From an optimization exercise on the open Yosys and OpenROAD flow, aimed at small area and a short achievable clock period; shortcuts taken in it are not production practice.
In this exercise RTL edits were held to simulation tests only and were not proved equivalent to the original.
Power and IR drop assume default switching activity.

Design lsu_top, start of the top module:
module lsu_top #(
    parameter int ADDR_W = 8
) (
    input  logic        clk,
    input  logic        rst,
    input  logic [4:0]  paddr,
    input  logic        psel,
    input  logic        penable,
    input  logic        pwrite,
    input  logic [31:0] pwdata,
    output logic [31:0] prdata,
    output logic        pready,
    output logic        pslverr
);
Size in the first run: roughly 76 I/O pins, about 0.081 mm2 of cells after synthesis.
Settings: LEC_CHECK=0, CAP_MARGIN=10, CORE_MARGIN=2, CORE_UTILIZATION=65, CTS_CLUSTER_DIAMETER=80, CTS_CLUSTER_SIZE=24, SETUP_SLACK_MARGIN=4.8, SLEW_MARGIN=10, SYNTH_MEMORY_MAX_BITS=16384; clock period 7.5 ns.
standard.sh (not shown) runs the stock make flow with config.mk's settings and CLKGATE_MAP_FILE= SYNTH_SCRIPT=/design/flow/synth_recipe.tcl, a recipe that flattens the netlist after the stock synthesis.
==> flow/flow/run.sh <==
#!/bin/bash
# The standard layout (standard.sh), with two changes to how it is made:
#  - the port buffers are buf_4 cells instead of the default delay-buffer
#    choice (every input and output port still gets its own buffer);
#  - the resizer may change a cell's footprint when it sizes it.
# make's own output goes to flow_make.log here; each ORFS step writes its full
# log under orfs/logs/.
set -euo pipefail
bash standard.sh \
    'BUFFER_PORTS_ARGS=-buffer_cell sky130_fd_sc_hd__buf_4' \
    MATCH_CELL_FOOTPRINT=0 \
    finish > flow_make.log 2>&1
==> next run, changes <==
==> flow/run.sh (new file) <==
#!/bin/bash
# synth_recipe.tcl (not shown) runs the flow's synth.tcl, then flattens the netlist and writes it again
# the make line also repeats each setting of config.mk as NAME=value (left out here)
make -C /OpenROAD-flow-scripts/flow DESIGN_CONFIG=/design/flow/config.mk WORK_HOME=/design/flow/orfs CLKGATE_MAP_FILE= SYNTH_SCRIPT=/design/flow/synth_recipe.tcl finish
==> flow/config.mk (replaced) <==
export PLATFORM = sky130hd
export DESIGN_NAME = lsu_top
export DESIGN_NICKNAME = lsu_top
export VERILOG_FILES = /design/flow/design.v
export SDC_FILE = /design/flow/constraint.sdc
export NUM_CORES = 4
export LEC_CHECK = 0
export CAP_MARGIN = 20
export CORE_MARGIN = 2
export CORE_UTILIZATION = 60
export CTS_CLUSTER_DIAMETER = 80
export CTS_CLUSTER_SIZE = 24
export SETUP_SLACK_MARGIN = 4.6
export SLEW_MARGIN = 20
export SYNTH_MEMORY_MAX_BITS = 16384
removed: flow/flow/run.sh
removed: flow/standard.sh
After rerunning: The changed run went through all stages and came out clean. Via count is about the same. Total power came out higher slightly. Wire length goes up by a few percent. Non-clock buffer count is higher by 5. Hold slack gets better by 0.029 ns.


harbor:
The RTL this note starts from:
==> flow/design.v <==
package lsu_pkg;
    localparam int DATA_W = 32;
    localparam logic [6:0] OPC_LOAD  = 7'b0000011;
    localparam logic [6:0] OPC_STORE = 7'b0100011;
    localparam logic [4:0] REG_INSTR  = 5'h00;
    localparam logic [4:0] REG_BASE   = 5'h04;
    localparam logic [4:0] REG_WDATA  = 5'h08;
    localparam logic [4:0] REG_RESULT = 5'h0C;
    localparam logic [4:0] REG_STATUS = 5'h10;
endpackage
`timescale 1ns/1ps
module lsu_decoder (
    input  logic [31:0] instr,
    input  logic [7:0]  base_lo,
    output logic [7:0]  byte_address,
    output logic [1:0]  mem_size,
    output logic        mem_sign,
    output logic        load_ok,
    output logic        store_ok,
    output logic        misaligned,
    output logic        illegal
);
    logic       is_load;
    logic       is_store;
    logic [2:0] funct3;
    logic [7:0] imm;
    logic [1:0] offset_load;
    logic [1:0] offset_store;
    logic       mis_load;
    logic       mis_store;
    logic       funct3_ok;
    logic       legal_load;
    logic       legal_store;
    assign is_load  = (instr[6:0] == lsu_pkg::OPC_LOAD);
    assign is_store = (instr[6:0] == lsu_pkg::OPC_STORE);
    assign funct3   = instr[14:12];
    assign imm          = instr[5] ? {instr[27:25], instr[11:7]} : instr[27:20];
    assign byte_address = base_lo + imm;
    assign offset_load  = base_lo[1:0] + instr[21:20];
    assign offset_store = base_lo[1:0] + instr[8:7];
    assign funct3_ok   = !(funct3[1] && funct3[0]) && !(funct3[2] && funct3[1]);
    assign legal_load  = is_load  && funct3_ok;
    assign legal_store = is_store && funct3_ok && !funct3[2];
    assign illegal     = !(legal_load || legal_store);
    assign mem_size = funct3[1:0];
    assign mem_sign = !funct3[2];
    assign mis_load  = (funct3[1:0] == 2'b01 && offset_load[0]) ||
                       (funct3[1:0] == 2'b10 && offset_load != 2'b00);
    assign mis_store = (funct3[1:0] == 2'b01 && offset_store[0]) ||
                       (funct3[1:0] == 2'b10 && offset_store != 2'b00);
    assign misaligned = (legal_load && mis_load) || (legal_store && mis_store);
    assign load_ok  = legal_load  && !mis_load;
    assign store_ok = legal_store && !mis_store;
endmodule
`timescale 1ns/1ps
module data_memory (
    input  logic        clk,
    input  logic [63:0] word_sel_n,
    input  logic [3:0]  lane_we_n,
    input  logic [1:0]  mem_size,
    input  logic [31:0] write_data,
    output logic [31:0] read_word
);
    logic [31:0] ram [64];
    logic [31:0] lane_data;
    always_comb begin
        lane_data[7:0]   = write_data[7:0];
        lane_data[15:8]  = (mem_size == 2'b00) ? write_data[7:0] : write_data[15:8];
        lane_data[23:16] = mem_size[1] ? write_data[23:16] : write_data[7:0];
        lane_data[31:24] = mem_size[1] ? write_data[31:24] :
                           mem_size[0] ? write_data[15:8]  : write_data[7:0];
    end
    always_ff @(posedge clk) begin
        for (int w = 0; w < 64; w++) begin
            for (int l = 0; l < 4; l++) begin
                if (!(word_sel_n[w] || lane_we_n[l])) begin
                    ram[w][8*l +: 8] <= lane_data[8*l +: 8];
                end
            end
        end
    end
    always_comb begin
        read_word = '1;
        for (int w = 0; w < 64; w++) begin
            read_word = read_word & (ram[w] | {32{word_sel_n[w]}});
        end
    end
endmodule
`timescale 1ns/1ps
module lsu_apb_regs (
    input  logic        clk,
    input  logic        rst,
    input  logic [4:0]  paddr,
    input  logic        psel,
    input  logic        penable,
    input  logic        pwrite,
    input  logic [31:0] pwdata,
    output logic [31:0] prdata,
    output logic        pready,
    output logic        pslverr,
    output logic [7:0]  base_lo,
    output logic [31:0] wdata,
    input  logic [7:0]  byte_address,
    input  logic [1:0]  mem_size,
    input  logic        mem_sign,
    input  logic        load_ok,
    input  logic        store_ok,
    input  logic        misaligned,
    input  logic        illegal,
    output logic [63:0] word_sel_n,
    output logic [3:0]  lane_we_n,
    output logic [1:0]  mem_size_q,
    input  logic [31:0] read_word
);
    logic        setup;
    logic        instr_sel;
    logic        map_err;
    logic [31:0] base;
    logic [1:0]  status;
    logic        base_wr;
    logic        wdata_wr;
    logic [7:0]  addr_q;
    logic        sign_q;
    logic        store_go;
    logic        load_go;
    logic        load_read;
    logic [3:0]  lane_mask;
    logic [31:0] result;
    logic [1:0]  result_offset;
    logic [1:0]  result_size;
    logic        result_sign;
    logic [7:0]  byte_lane;
    logic [15:0] half_lane;
    logic [31:0] result_view;
    assign setup     = psel && !penable;
    assign instr_sel = pwrite && (paddr == lsu_pkg::REG_INSTR);
    assign base_lo   = base[7:0];
    always_comb begin
        case (paddr)
            lsu_pkg::REG_INSTR:  map_err = !pwrite;
            lsu_pkg::REG_BASE,
            lsu_pkg::REG_WDATA:  map_err = 1'b0;
            lsu_pkg::REG_RESULT,
            lsu_pkg::REG_STATUS: map_err = pwrite;
            default:             map_err = 1'b1;
        endcase
    end
    assign byte_lane = result[8*result_offset +: 8];
    assign half_lane = result_offset[1] ? result[31:16] : result[15:0];
    always_comb begin
        case (result_size)
            2'b00:   result_view = {{24{result_sign && byte_lane[7]}}, byte_lane};
            2'b01:   result_view = {{16{result_sign && half_lane[15]}}, half_lane};
            default: result_view = result;
        endcase
    end
    always_ff @(posedge clk) begin
        pready  <= !(setup && instr_sel);
        pslverr <= instr_sel ? (illegal || misaligned) : map_err;
        if (paddr[4]) begin
            prdata <= {30'b0, status};
        end else begin
            case (paddr[3:2])
                2'b01:   prdata <= base;
                2'b10:   prdata <= wdata;
                default: prdata <= result_view;
            endcase
        end
    end
    always_comb begin
        case (mem_size_q)
            2'b00:   lane_mask = 4'b0001 << addr_q[1:0];
            2'b01:   lane_mask = addr_q[1] ? 4'b1100 : 4'b0011;
            default: lane_mask = 4'b1111;
        endcase
    end
    always_ff @(posedge clk) begin
        addr_q     <= byte_address;
        mem_size_q <= mem_size;
        sign_q     <= mem_sign;
        base_wr    <= setup && pwrite && (paddr == lsu_pkg::REG_BASE);
        wdata_wr   <= setup && pwrite && (paddr == lsu_pkg::REG_WDATA);
        store_go   <= setup && instr_sel && store_ok;
        load_go    <= setup && instr_sel && load_ok;
        for (int w = 0; w < 64; w++) begin
            word_sel_n[w] <= (addr_q[7:2] != w[5:0]);
        end
        lane_we_n  <= ~(lane_mask & {4{store_go}});
        load_read  <= load_go;
    end
    always_ff @(posedge clk) begin
        if (rst) begin
            base          <= '0;
            wdata         <= '0;
            status        <= '0;
            result        <= '0;
            result_offset <= '0;
            result_size   <= '0;
            result_sign   <= 1'b0;
        end else begin
            if (base_wr) begin
                base <= pwdata;
            end
            if (wdata_wr) begin
                wdata <= pwdata;
            end
            if (setup && instr_sel) begin
                status <= {illegal, misaligned};
            end
            if (load_read) begin
                result        <= read_word;
                result_offset <= addr_q[1:0];
                result_size   <= mem_size_q;
                result_sign   <= sign_q;
            end
        end
    end
endmodule
`timescale 1ns/1ps
module lsu_top #(
    parameter int ADDR_W = 8
) (
    input  logic        clk,
    input  logic        rst,
    input  logic [4:0]  paddr,
    input  logic        psel,
    input  logic        penable,
    input  logic        pwrite,
    input  logic [31:0] pwdata,
    output logic [31:0] prdata,
    output logic        pready,
    output logic        pslverr
);
    logic [7:0]  base_lo;
    logic [31:0] wdata;
    logic [7:0]  byte_address;
    logic [1:0]  mem_size;
    logic        mem_sign;
    logic        load_ok;
    logic        store_ok;
    logic        misaligned;
    logic        illegal;
    logic [63:0] word_sel_n;
    logic [3:0]  lane_we_n;
    logic [1:0]  mem_size_q;
    logic [31:0] read_word;
    lsu_apb_regs i_regs (
        .clk          (clk),
        .rst          (rst),
        .paddr        (paddr),
        .psel         (psel),
        .penable      (penable),
        .pwrite       (pwrite),
        .pwdata       (pwdata),
        .prdata       (prdata),
        .pready       (pready),
        .pslverr      (pslverr),
        .base_lo      (base_lo),
        .wdata        (wdata),
        .byte_address (byte_address),
        .mem_size     (mem_size),
        .mem_sign     (mem_sign),
        .load_ok      (load_ok),
        .store_ok     (store_ok),
        .misaligned   (misaligned),
        .illegal      (illegal),
        .word_sel_n   (word_sel_n),
        .lane_we_n    (lane_we_n),
        .mem_size_q   (mem_size_q),
        .read_word    (read_word)
    );
    lsu_decoder i_decoder (
        .instr        (pwdata),
        .base_lo      (base_lo),
        .byte_address (byte_address),
        .mem_size     (mem_size),
        .mem_sign     (mem_sign),
        .load_ok      (load_ok),
        .store_ok     (store_ok),
        .misaligned   (misaligned),
        .illegal      (illegal)
    );
    data_memory i_memory (
        .clk        (clk),
        .word_sel_n (word_sel_n),
        .lane_we_n  (lane_we_n),
        .mem_size   (mem_size_q),
        .write_data (wdata),
        .read_word  (read_word)
    );
endmodule
clock: 7.5 ns
lec_check: 0
cap_margin: 10
core_margin: 2
core_utilization: 70
cts_cluster_diameter: 100
cts_cluster_size: 28
setup_slack_margin: 4.8
slew_margin: 10
synth_memory_max_bits: 16384
==> flow/flow/run.sh <==
#!/bin/bash
# The standard layout (standard.sh), with two changes to how it is made:
#  - the port buffers are buf_4 cells instead of the default delay-buffer
#    choice (every input and output port still gets its own buffer);
#  - the resizer may change a cell's footprint when it sizes it.
# make's own output goes to flow_make.log here; each ORFS step writes its full
# log under orfs/logs/.
set -euo pipefail
bash standard.sh \
    'BUFFER_PORTS_ARGS=-buffer_cell sky130_fd_sc_hd__buf_4' \
    MATCH_CELL_FOOTPRINT=0 \
    finish > flow_make.log 2>&1
Here is what was changed in the inputs of lagoon compared with harbor.
-- flow/config.mk --
<<< harbor, line 8
export CAP_MARGIN = 10
>>> lagoon, line 8
export CAP_MARGIN = 20
<<< harbor, line 10
export CORE_UTILIZATION = 70
export CTS_CLUSTER_DIAMETER = 100
export CTS_CLUSTER_SIZE = 28
export SETUP_SLACK_MARGIN = 4.8
export SLEW_MARGIN = 10
>>> lagoon, line 10
export CORE_UTILIZATION = 60
export CTS_CLUSTER_DIAMETER = 80
export CTS_CLUSTER_SIZE = 24
export SETUP_SLACK_MARGIN = 4.9
export SLEW_MARGIN = 20
Findings:
The total number of vias in lagoon sits about 0.64% below the value recorded for harbor. Comparing lagoon and harbor, the higher first-iteration detailed-routing DRC count was measured on harbor. Summary of lagoon over harbor: combined flip-flop and latch cell area has remained practically unchanged, non-clock buffer count went up by 28, standby leakage power increased by 0.44 nW relative to the old numbers, core utilization lost 10 points, final instance area has increased. Summary: with harbor as the reference, post-layout total power in lagoon moved up by a few percent. Diff harbor -> lagoon | combined area of the multi-input logic cells | up slightly. Critical path arrival (lower): lagoon.
The inputs of willow differ from those of lagoon as listed below.
-- flow/config.mk --
<<< lagoon, line 8
export CAP_MARGIN = 20
>>> willow, line 8
export CAP_MARGIN = 10
<<< lagoon, line 10
export CORE_UTILIZATION = 60
export CTS_CLUSTER_DIAMETER = 80
export CTS_CLUSTER_SIZE = 24
export SETUP_SLACK_MARGIN = 4.9
export SLEW_MARGIN = 20
>>> willow, line 10
export CORE_UTILIZATION = 65
export CTS_CLUSTER_DIAMETER = 100
export CTS_CLUSTER_SIZE = 30
export SETUP_SLACK_MARGIN = 4.95
export SLEW_MARGIN = 10
Results
- lagoon → willow: worst slack at placement increased by 0.066 ns relative to the old numbers; actual slew at the worst max-slew pin went up 0.15 ns.
- Against lagoon, willow comes in 0.62 points lower on final cycle utilization of the critical path.
- willow ended up with a higher largest incremental delay on the critical path than lagoon did.
- Comparing lagoon and willow, the higher effective utilization at floorplan is on willow.
- Compared with lagoon, willow shows a largest net degree at the start of global routing that is 1.3% higher.
- Total vias in the final route (willow vs. lagoon) decreases slightly
- Going from lagoon to willow, routed wire length shrank by a few percent.
- willow vs lagoon: count of clock-buffer cells in the layout down by more than 10%
Modified inputs, cedar compared to willow
-- flow/config.mk --
<<< willow, line 12
export CTS_CLUSTER_SIZE = 30
>>> cedar, line 12
export CTS_CLUSTER_SIZE = 28
==> comparison <==
willow has a higher fraction of power consumed by sequential logic than cedar. On cedar: total number of vias is 162 higher than what willow gave. willow and cedar ended up with nearly the same die area. Compared with willow, cedar shows cell-internal power that has gone up slightly. Total power, willow and cedar, lower one = willow. Comparing willow with cedar, the routed wire length came out essentially unchanged. cedar ends up with higher post-detailed-route via-to-cell ratio than willow does. | register-to-register slack | cedar vs willow | 0.07 ns higher |. Sequential share of layout area of willow is on par with cedar.

afterwards: timing with drivers on the ports:
Ports are ideal in the flow. The routed layouts listed here were re-timed in OpenROAD. Step 1 sets driving cells, clkbuf_16 on the clock port and buf_2 on the other inputs (assumed; they add their load-dependent delay and slew). Step 2 adds t to the input delays and takes it off the output delays; t is the mean of the earliest and latest rising clock arrival at the registers after step 1. Input paths then give back, and output paths get back, about the clock's delay inside the block. a / b / c = ideal ports / drivers / drivers and shift; a / b = the first two.
run | t (ns) | setup slack, ns | slew at the worst register clock pin (ns) | worst data-port slew with drivers (ns)
the first run of note 1 | 0.818 | 4.694 / 4.694 / 4.053 | 0.10 / 0.10 | 0.05
the second run of note 1 | 0.839 | 4.477 / 4.477 / 3.851 | 0.10 / 0.10 | 0.05
harbor | 0.806 | 4.653 / 4.653 / 4.020 | 0.12 / 0.12 | 0.06
lagoon | 0.865 | 4.719 / 4.633 / 4.143 | 0.10 / 0.10 | 0.06
willow | 0.819 | 4.766 / 4.681 / 4.229 | 0.12 / 0.12 | 0.05
cedar | 0.812 | 4.764 / 4.689 / 4.220 | 0.12 / 0.12 | 0.05
After both steps every run listed still meets setup and hold. The setup slack of the first run of note 1, which loses most, moves by 0.000 ns with the drivers and by -0.641 ns with both steps.
